Background: an optimization exercise with open tools, aiming at small area, a short achievable clock period and few clock cycles per item. Do not read the settings as production practice. RTL that was checked went through simulation tests only; none was proved equivalent to the original.

Setup of harbor:
==> flow/design.v <==
module goldschmidt_ctrl #(
    parameter int ITERS = 5
) (
    input  logic        clk,
    input  logic        rst_n,
    input  logic        start,
    input  logic [15:0] n,
    input  logic [15:0] d,
    output logic        busy,
    output logic        done,
    output logic [15:0] q,
    output logic        dbz
);
    logic [15:0] dr;
    logic [15:0] rr;
    logic [15:0] qr;
    logic [2:0] cnt;
    logic        satr;
    logic        sat;
    logic [2:0] cnt0;
    logic [31:0] ld;
    assign sat = (n[15:8] >= d);
    always_comb begin
        ld   = 32'(n) << 8;
        cnt0 = 3'd7;
        if ((|d[15:12])) begin
            ld   = 32'(n) << 12;
            cnt0 = 3'd5;
        end
        if ((|d[15:14])) begin
            ld   = 32'(n) << 14;
            cnt0 = 3'd4;
        end
    end
    logic [17:0] wv;
    logic [18:0] t1, t2, t3;
    logic        s1, s2, s3;
    logic [15:0] rn;
    logic [1:0]  qd;
    assign wv = {rr, qr[15:14]};
    assign t1 = {1'b0, wv} - {3'b0, dr};
    assign t2 = {1'b0, wv} - {2'b0, dr, 1'b0};
    assign t3 = {1'b0, wv} - ({3'b0, dr} + {2'b0, dr, 1'b0});
    assign s1 = ~t1[18];
    assign s2 = ~t2[18];
    assign s3 = ~t3[18];
    assign qd = {s2, s3 | (s1 & ~s2)};
    always_comb begin
        if (s3)      rn = t3[15:0];
        else if (s2) rn = t2[15:0];
        else if (s1) rn = t1[15:0];
        else         rn = wv[15:0];
    end
    assign q = qr | {16{satr}};
    always_ff @(posedge clk) begin
        if (!rst_n) begin
            busy <= 1'b0;
            done <= 1'b0;
        end else begin
            done <= 1'b0;
            if (!busy) begin
                if (start) begin
                    if (sat) done <= 1'b1;
                    else     busy <= 1'b1;
                end
            end else if (cnt == '0) begin
                busy <= 1'b0;
                done <= 1'b1;
            end
        end
    end
    always_ff @(posedge clk) begin
        if (!busy) begin
            dr   <= d;
            rr   <= ld[31:16];
            qr   <= ld[15:0];
            cnt  <= cnt0;
            satr <= sat;
            dbz  <= (d == 16'd0);
        end else begin
            rr   <= rn;
            qr   <= {qr[13:0], qd};
            cnt  <= cnt - 1'b1;
            satr <= 1'b0;
            dbz  <= 1'b0;
        end
    end
endmodule
Settings: LEC_CHECK=0, CAP_MARGIN=20, CORE_MARGIN=2, CORE_UTILIZATION=40, SLEW_MARGIN=20, BUFFER_PORTS_ARGS=-buffer_cell sky130_fd_sc_hd__buf_1; clock period 11.5 ns.
standard.sh (not shown) runs the stock make flow with config.mk's settings and CLKGATE_MAP_FILE= SYNTH_SCRIPT=/design/flow/synth_recipe.tcl, a recipe that flattens the netlist after the stock synthesis.
==> flow/flow/run.sh <==
#!/bin/bash
set -euo pipefail
echo 'export BUFFER_PORTS_ARGS = -buffer_cell sky130_fd_sc_hd__buf_1' >> "$FLOW_CONFIG"
bash standard.sh > standard.log 2>&1
The inputs of lagoon differ from those of harbor as listed below.
==> flow/design.v <==
module goldschmidt_ctrl #(
    parameter int ITERS = 5
) (
    input  logic        clk,
    input  logic        rst_n,
    input  logic        start,
    input  logic [15:0] n,
    input  logic [15:0] d,
    output logic        busy,
    output logic        done,
    output logic [15:0] q,
    output logic        dbz
);
    localparam int K = 2;
    logic [15:0] dr;
    logic [15:0] rr;
    logic [15:0] qr;
    logic [2:0] cnt;
    logic        sat;
    logic [2:0] cnt0;
    logic [31:0] ld;
    logic [15:0] rn;
    logic [15:0] qn;
    assign sat = (n[15:8] >= d);
    always_comb begin
        ld   = 32'(n) << 8;
        cnt0 = 3'd7;
        if ((|d[15:12])) begin
            ld   = 32'(n) << 12;
            cnt0 = 3'd5;
        end
        if ((|d[15:14])) begin
            ld   = 32'(n) << 14;
            cnt0 = 3'd4;
        end
    end
    always_comb begin
        logic [16:0] t;
        rn = rr;
        qn = qr;
        for (int i = 0; i < K; i++) begin
            t  = {rn, qn[15]} - {1'b0, dr};
            rn = t[16] ? {rn[14:0], qn[15]} : t[15:0];
            qn = {qn[14:0], ~t[16]};
        end
    end
    always_ff @(posedge clk) begin
        if (!rst_n) begin
            busy <= 1'b0;
            done <= 1'b0;
        end else begin
            done <= 1'b0;
            if (!busy) begin
                if (start) begin
                    if (sat) done <= 1'b1;
                    else     busy <= 1'b1;
                end
            end else if (cnt == '0) begin
                busy <= 1'b0;
                done <= 1'b1;
            end
        end
    end
    always_ff @(posedge clk) begin
        if (!busy) begin
            dr  <= d;
            rr  <= ld[31:16];
            qr  <= sat ? 16'hFFFF : ld[15:0];
            cnt <= cnt0;
            dbz <= (d == 16'd0);
        end else begin
            rr  <= rn;
            qr  <= qn;
            cnt <= cnt - 1'b1;
            dbz <= 1'b0;
        end
    end
    assign q = qr;
endmodule
Notes after the runs:
harbor reports its most frequent standard cell in the layout excluding fill and tap cells as sky130_fd_sc_hd__ha_1 while lagoon reports sky130_fd_sc_hd__buf_1.
Measured against each other, lagoon and harbor differ in xor/xnor cell area share of the yosys netlist, the higher figure coming from harbor.
Against harbor, the final cell area of lagoon is lower.
Going from harbor to lagoon, cell area after placement shrinks by 22%.
Number of global-route vias before repair: higher on harbor
For lagoon, the critical path start-end classification was reg -> reg, unlike harbor, where it was in -> reg.
Cell count after synthesis for lagoon is lower than for harbor.
From harbor to lagoon the numbers moved as follows: worst hold path cell count -1; multi-input logic portion of the cell area fell by 6.1 points; clock skew increased by 0.0083 ns relative to the old numbers.
Comparing lagoon and harbor, number of placed instances with taps included is higher on harbor.
Taking harbor as the reference point, the clock latency on the worst-skew pair of lagoon rises by 0.03 ns.
Between lagoon and harbor, utilization is lower for harbor, lagoon comes in above that.
No functional check of the RTL was part of any run of this note.

========
goldschmidt_ctrl, a different RTL version from the one above (not shown whole).
Size: ~670 cells after synthesis, about 54 flip-flops, ~54 I/O pins, about 5300 sq um of cells after synthesis.
==> module goldschmidt_ctrl, before the edit <==
module goldschmidt_ctrl #(
    parameter int ITERS = 5
) (
    input  logic        clk,
    input  logic        rst_n,
    input  logic        start,
    input  logic [15:0] n,
    input  logic [15:0] d,
    output logic        busy,
    output logic        done,
    output logic [15:0] q,
    output logic        dbz
);
    localparam int K = 3;
    logic [15:0] dr;
    logic [15:0] rr;
    logic [15:0] qr;
    logic [2:0] cnt;
    logic        sat;
    logic [2:0] cnt0;
    logic [31:0] ld;
    logic [15:0] rn;
    logic [15:0] qn;
    assign sat = (n[15:8] >= d);
    always_comb begin
        ld   = 32'(n) << 6;
        cnt0 = 3'd5;
        if ((|d[15:12])) begin
            ld   = 32'(n) << 12;
            cnt0 = 3'd3;
        end
        if ((|d[15:15])) begin
            ld   = 32'(n) << 15;
            cnt0 = 3'd2;
        end
    end
    always_comb begin
        logic [16:0] t;
        rn = rr;
        qn = qr;
        for (int i = 0; i < K; i++) begin
            t  = {rn, qn[15]} - {1'b0, dr};
            rn = t[16] ? {rn[14:0], qn[15]} : t[15:0];
            qn = {qn[14:0], ~t[16]};
        end
    end
    always_ff @(posedge clk) begin
        if (!rst_n) begin
            busy <= 1'b0;
            done <= 1'b0;
        end else begin
            done <= 1'b0;
            if (!busy) begin
                if (start) begin
                    if (sat) done <= 1'b1;
                    else     busy <= 1'b1;
                end
            end else if (cnt == '0) begin
                busy <= 1'b0;
                done <= 1'b1;
            end
        end
    end
    always_ff @(posedge clk) begin
        if (!busy) begin
            dr  <= d;
            rr  <= ld[31:16];
            qr  <= sat ? 16'hFFFF : ld[15:0];
            cnt <= cnt0;
            dbz <= (d == 16'd0);
        end else begin
            rr  <= rn;
            qr  <= qn;
            cnt <= cnt - 1'b1;
            dbz <= 1'b0;
        end
    end
    assign q = qr;
endmodule
==> flow/config.mk <==
export PLATFORM = sky130hd
export DESIGN_NAME = goldschmidt_ctrl
export DESIGN_NICKNAME = goldschmidt_ctrl
export VERILOG_FILES = /design/flow/design.v
export SDC_FILE = /design/flow/constraint.sdc
export NUM_CORES = 4
export LEC_CHECK = 0
export CAP_MARGIN = 20
export CORE_MARGIN = 2
export CORE_UTILIZATION = 40
export SLEW_MARGIN = 20
==> flow/constraint.sdc <==
create_clock -name core_clock -period 11.5 [get_ports {clk}]
set_input_delay 2.3000 -clock core_clock [delete_from_list [all_inputs] [get_ports {clk}]]
set_output_delay 2.3000 -clock core_clock [all_outputs]
set_load 0.01 [all_outputs]
run.sh (not shown) runs the stock make flow with config.mk's settings and CLKGATE_MAP_FILE= SYNTH_SCRIPT=/design/flow/synth_recipe.tcl, a recipe that flattens the netlist after the stock synthesis.
Stock flow here: none of the scripts above is used.
Then changed:
--- a/flow/design.v
+++ b/flow/design.v
@@ -9,11 +9,11 @@
     output logic        busy,
     output logic        done,
     output logic [15:0] q,
     output logic        dbz
 );
-    localparam int K = 3;
+    localparam int K = 2;
     logic [15:0] dr;
     logic [15:0] rr;
     logic [15:0] qr;
     logic [2:0] cnt;
     logic        sat;
@@ -21,20 +21,12 @@
     logic [31:0] ld;
     logic [15:0] rn;
     logic [15:0] qn;
     assign sat = (n[15:8] >= d);
     always_comb begin
-        ld   = 32'(n) << 6;
-        cnt0 = 3'd5;
-        if ((|d[15:12])) begin
-            ld   = 32'(n) << 12;
-            cnt0 = 3'd3;
-        end
-        if ((|d[15:15])) begin
-            ld   = 32'(n) << 15;
-            cnt0 = 3'd2;
-        end
+        ld   = 32'(n) << 8;
+        cnt0 = 3'd7;
     end
     always_comb begin
         logic [16:0] t;
         rn = rr;
         qn = qr;
- The new run produced a clean layout
- via count drops by 36%
- worst setup slack improved by 3.1 ns
- area after synthesis drops by 28%
- global-route usage drops by 3.3 points
- cell count drops by 30%
- final area drops by 25%
- first-iteration DRC count drops by 70%
- routed wire length drops by 40%
No functional check of the RTL was part of any run of this note.

========
v3:
goldschmidt_ctrl, a different RTL version from the one above (not shown whole).
Size in the first run: roughly 600 cells after synthesis, roughly 54 flip-flops, ~54 I/O pins.
==> module goldschmidt_ctrl, before the edit <==
module goldschmidt_ctrl #(
    parameter int ITERS = 5
) (
    input  logic        clk,
    input  logic        rst_n,
    input  logic        start,
    input  logic [15:0] n,
    input  logic [15:0] d,
    output logic        busy,
    output logic        done,
    output logic [15:0] q,
    output logic        dbz
);
    localparam int K = 2;
    logic [15:0] dr;
    logic [15:0] rr;
    logic [15:0] qr;
    logic [2:0] cnt;
    logic        sat;
    logic [2:0] cnt0;
    logic [31:0] ld;
    logic [15:0] rn;
    logic [15:0] qn;
    logic        qlast;
    assign sat = (n[15:8] >= d);
    always_comb begin
        ld   = 32'(n) << 7;
        cnt0 = 3'd7;
        if (((n >> 5) < d)) begin
            ld   = 32'(n) << 11;
            cnt0 = 3'd5;
        end
        if (((n >> 1) < d)) begin
            ld   = 32'(n) << 15;
            cnt0 = 3'd3;
        end
    end
    always_comb begin
        logic [16:0] t;
        rn = rr;
        qn = qr;
        for (int i = 0; i < K; i++) begin
            t  = {rn, qn[15]} - {1'b0, dr};
            rn = t[16] ? {rn[14:0], qn[15]} : t[15:0];
            qn = {qn[14:0], ~t[16]};
        end
    end
    assign qlast = ({rr, qr[15]} >= {1'b0, dr});
    assign q     = {qr[14:0], qlast};
    always_ff @(posedge clk) begin
        if (!rst_n) begin
            busy <= 1'b0;
            done <= 1'b0;
        end else begin
            done <= 1'b0;
            if (!busy) begin
                if (start) begin
                    if (sat) done <= 1'b1;
                    else     busy <= 1'b1;
                end
            end else if (cnt == '0) begin
                busy <= 1'b0;
                done <= 1'b1;
            end
        end
    end
    always_ff @(posedge clk) begin
        if (!busy) begin
            dr  <= d;
            rr  <= sat ? 16'hFFFF : ld[31:16];
            qr  <= sat ? 16'hFFFF : ld[15:0];
            cnt <= cnt0;
            dbz <= (d == 16'd0);
        end else begin
            rr  <= rn;
            qr  <= qn;
            cnt <= cnt - 1'b1;
            dbz <= 1'b0;
        end
    end
endmodule
==> flow/config.mk <==
export PLATFORM = sky130hd
export DESIGN_NAME = goldschmidt_ctrl
export DESIGN_NICKNAME = goldschmidt_ctrl
export VERILOG_FILES = /design/flow/design.v
export SDC_FILE = /design/flow/constraint.sdc
export NUM_CORES = 4
export LEC_CHECK = 0
export CAP_MARGIN = 20
export CORE_MARGIN = 2
export CORE_UTILIZATION = 40
export SLEW_MARGIN = 20
export BUFFER_PORTS_ARGS = -buffer_cell sky130_fd_sc_hd__buf_1
==> flow/constraint.sdc <==
create_clock -name core_clock -period 11.5 [get_ports {clk}]
set_input_delay 2.3000 -clock core_clock [delete_from_list [all_inputs] [get_ports {clk}]]
set_output_delay 2.3000 -clock core_clock [all_outputs]
set_load 0.01 [all_outputs]
standard.sh (not shown) runs the stock make flow with config.mk's settings and CLKGATE_MAP_FILE= SYNTH_SCRIPT=/design/flow/synth_recipe.tcl, a recipe that flattens the netlist after the stock synthesis.
Scripts as last shown in full above: flow/flow/run.sh
#### Input delta (v6 over v3)
--- a/flow/design.v
+++ b/flow/design.v
@@ -26,11 +26,15 @@
     always_comb begin
         ld   = 32'(n) << 7;
         cnt0 = 3'd7;
-        if (((n >> 5) < d)) begin
+        if ((|d[15:11])) begin
             ld   = 32'(n) << 11;
             cnt0 = 3'd5;
         end
-        if (((n >> 1) < d)) begin
+        if ((|d[15:13])) begin
+            ld   = 32'(n) << 13;
+            cnt0 = 3'd4;
+        end
+        if ((|d[15:15])) begin
             ld   = 32'(n) << 15;
             cnt0 = 3'd3;
         end
Results
The higher slack of the worst reg-to-reg path of v3 and v6 is in v6. Between v3 and v6, the flow reports summed area of non-filler cells in the final layout decreasing by more than 10%. Summary — global routing met1 resource utilization, v6 relative to v3: higher, by 1.3 points. v6 against v3.
Testbench counts of v6, summed over its fixed seeds: cycles 12,799, items 2,400.
No functional check of the RTL was part of v3.

========
## the baseline
goldschmidt_ctrl with an RTL version that a note above also has.
For scale: ~54 flip-flops, roughly 4200 um2 of cells after synthesis.
==> module goldschmidt_ctrl, before the edit <==
module goldschmidt_ctrl #(
    parameter int ITERS = 5
) (
    input  logic        clk,
    input  logic        rst_n,
    input  logic        start,
    input  logic [15:0] n,
    input  logic [15:0] d,
    output logic        busy,
    output logic        done,
    output logic [15:0] q,
    output logic        dbz
);
    localparam int K = 2;
    logic [15:0] dr;
    logic [15:0] rr;
    logic [15:0] qr;
    logic [2:0] cnt;
    logic        sat;
    logic [2:0] cnt0;
    logic [31:0] ld;
    logic [15:0] rn;
    logic [15:0] qn;
    assign sat = (n[15:8] >= d);
    always_comb begin
        ld   = 32'(n) << 8;
        cnt0 = 3'd7;
        if ((|d[15:12])) begin
            ld   = 32'(n) << 12;
            cnt0 = 3'd5;
        end
        if ((|d[15:14])) begin
            ld   = 32'(n) << 14;
            cnt0 = 3'd4;
        end
    end
    always_comb begin
        logic [16:0] t;
        rn = rr;
        qn = qr;
        for (int i = 0; i < K; i++) begin
            t  = {rn, qn[15]} - {1'b0, dr};
            rn = t[16] ? {rn[14:0], qn[15]} : t[15:0];
            qn = {qn[14:0], ~t[16]};
        end
    end
    always_ff @(posedge clk) begin
        if (!rst_n) begin
            busy <= 1'b0;
            done <= 1'b0;
        end else begin
            done <= 1'b0;
            if (!busy) begin
                if (start) begin
                    if (sat) done <= 1'b1;
                    else     busy <= 1'b1;
                end
            end else if (cnt == '0) begin
                busy <= 1'b0;
                done <= 1'b1;
            end
        end
    end
    always_ff @(posedge clk) begin
        if (!busy) begin
            dr  <= d;
            rr  <= ld[31:16];
            qr  <= sat ? 16'hFFFF : ld[15:0];
            cnt <= cnt0;
            dbz <= (d == 16'd0);
        end else begin
            rr  <= rn;
            qr  <= qn;
            cnt <= cnt - 1'b1;
            dbz <= 1'b0;
        end
    end
    assign q = qr;
endmodule
==> flow/config.mk <==
export PLATFORM = sky130hd
export DESIGN_NAME = goldschmidt_ctrl
export DESIGN_NICKNAME = goldschmidt_ctrl
export VERILOG_FILES = /design/flow/design.v
export SDC_FILE = /design/flow/constraint.sdc
export NUM_CORES = 4
export LEC_CHECK = 0
export CAP_MARGIN = 20
export CORE_MARGIN = 2
export CORE_UTILIZATION = 40
export SLEW_MARGIN = 20
==> flow/constraint.sdc <==
create_clock -name core_clock -period 11.5 [get_ports {clk}]
set_input_delay 2.3000 -clock core_clock [delete_from_list [all_inputs] [get_ports {clk}]]
set_output_delay 2.3000 -clock core_clock [all_outputs]
set_load 0.01 [all_outputs]
run.sh (not shown) runs the stock make flow with config.mk's settings and CLKGATE_MAP_FILE= SYNTH_SCRIPT=/design/flow/synth_recipe.tcl, a recipe that flattens the netlist after the stock synthesis.
Stock flow here: none of the scripts above is used.
Changes in the candidate relative to the baseline:
==> flow/design.v <==
module goldschmidt_ctrl #(
    parameter int ITERS = 5
) (
    input  logic        clk,
    input  logic        rst_n,
    input  logic        start,
    input  logic [15:0] n,
    input  logic [15:0] d,
    output logic        busy,
    output logic        done,
    output logic [15:0] q,
    output logic        dbz
);
    localparam int K = 2;
    logic [15:0] dr, rr, qr;
    logic [2:0] cnt;
    logic        sat;
    logic [2:0] cnt0;
    logic [31:0] ld;
    logic [15:0] rn, qn;
    assign sat = (n[15:8] >= d);
    always_comb begin
        ld   = 32'({n, 8'd0}) << 8 >> 8;
        ld   = 32'(n) << 8;
        cnt0 = 3'd7;
    end
    always_comb begin
        logic [16:0] t;
        rn = rr;
        qn = qr;
        for (int i = 0; i < K; i++) begin
            t = {rn, qn[15]} - {1'b0, dr};
            if (!t[16]) rn = t[15:0];
            else        rn = {rn[14:0], qn[15]};
            qn = {qn[14:0], ~t[16]};
        end
    end
    always_ff @(posedge clk) begin
        if (!rst_n) begin
            busy <= 1'b0;
            done <= 1'b0;
        end else begin
            done <= 1'b0;
            if (!busy) begin
                if (start) begin
                    if (sat) done <= 1'b1;
                    else     busy <= 1'b1;
                end
            end else if (cnt == '0) begin
                busy <= 1'b0;
                done <= 1'b1;
            end
        end
    end
    always_ff @(posedge clk) begin
        if (!busy) begin
            if (start) begin
                dr  <= d;
                dbz <= (d == 16'd0);
                cnt <= cnt0;
                if (sat) begin
                    qr <= 16'hFFFF;
                end else begin
                    rr <= ld[31:16];
                    qr <= ld[15:0];
                end
            end
        end else begin
            rr  <= rn;
            qr  <= qn;
            cnt <= cnt - 1'b1;
        end
    end
    assign q = qr;
endmodule
### Flow results
[compare] base=the baseline new=the candidate: average footprint of a synthesized cell shows an increase of 9.8%; total standard cell area after synthesis grew by 13%; number of enable-type register cells in the synthesized netlist went up by 36; setup TNS flat. Worst hold slack: the candidate better than the baseline.
No run of this note included a check of the RTL's function; only the layout flow was run.

==> port drivers added, routing unchanged <==
The results above use ideal ports. As a check the final layouts listed here were re-extracted and re-timed, cells and wires unchanged. Step 1 (the two cells are an assumption about what drives the block):
set clk [get_ports {clk}]
set_driving_cell -lib_cell sky130_fd_sc_hd__clkbuf_16 $clk
set_driving_cell -lib_cell sky130_fd_sc_hd__buf_2 [delete_from_list [all_inputs] $clk]
Step 2 moves the port delays by t, midway between the first and last clock arrival at a register: inputs arrive t later, outputs are due t later. That takes back most of the time a late clock gives input paths. Slacks: no drivers / after step 1 / after step 2; pairs: no drivers / after step 1.
run	t, ns	setup slack, ns	worst setup path at the end
harbor	0.322	7.551 / 7.552 / 7.231	input to register
lagoon	0.340	6.057 / 6.057 / 6.057	register to register
the first run of note 2	0.328	2.868 / 2.868 / 2.868	register to register
the second run of note 2	0.336	6.008 / 6.008 / 6.008	register to register
v3	0.339	5.912 / 5.912 / 5.912	register to register
v6	0.340	6.113 / 6.113 / 6.113	register to register
the baseline	0.349	5.874 / 5.874 / 5.874	register to register
the candidate	0.331	5.112 / 5.112 / 5.112	register to register
After both steps every run listed still meets setup and hold. The setup slack of harbor, which loses most, moves by +0.001 ns with the drivers and by -0.320 ns with both steps.
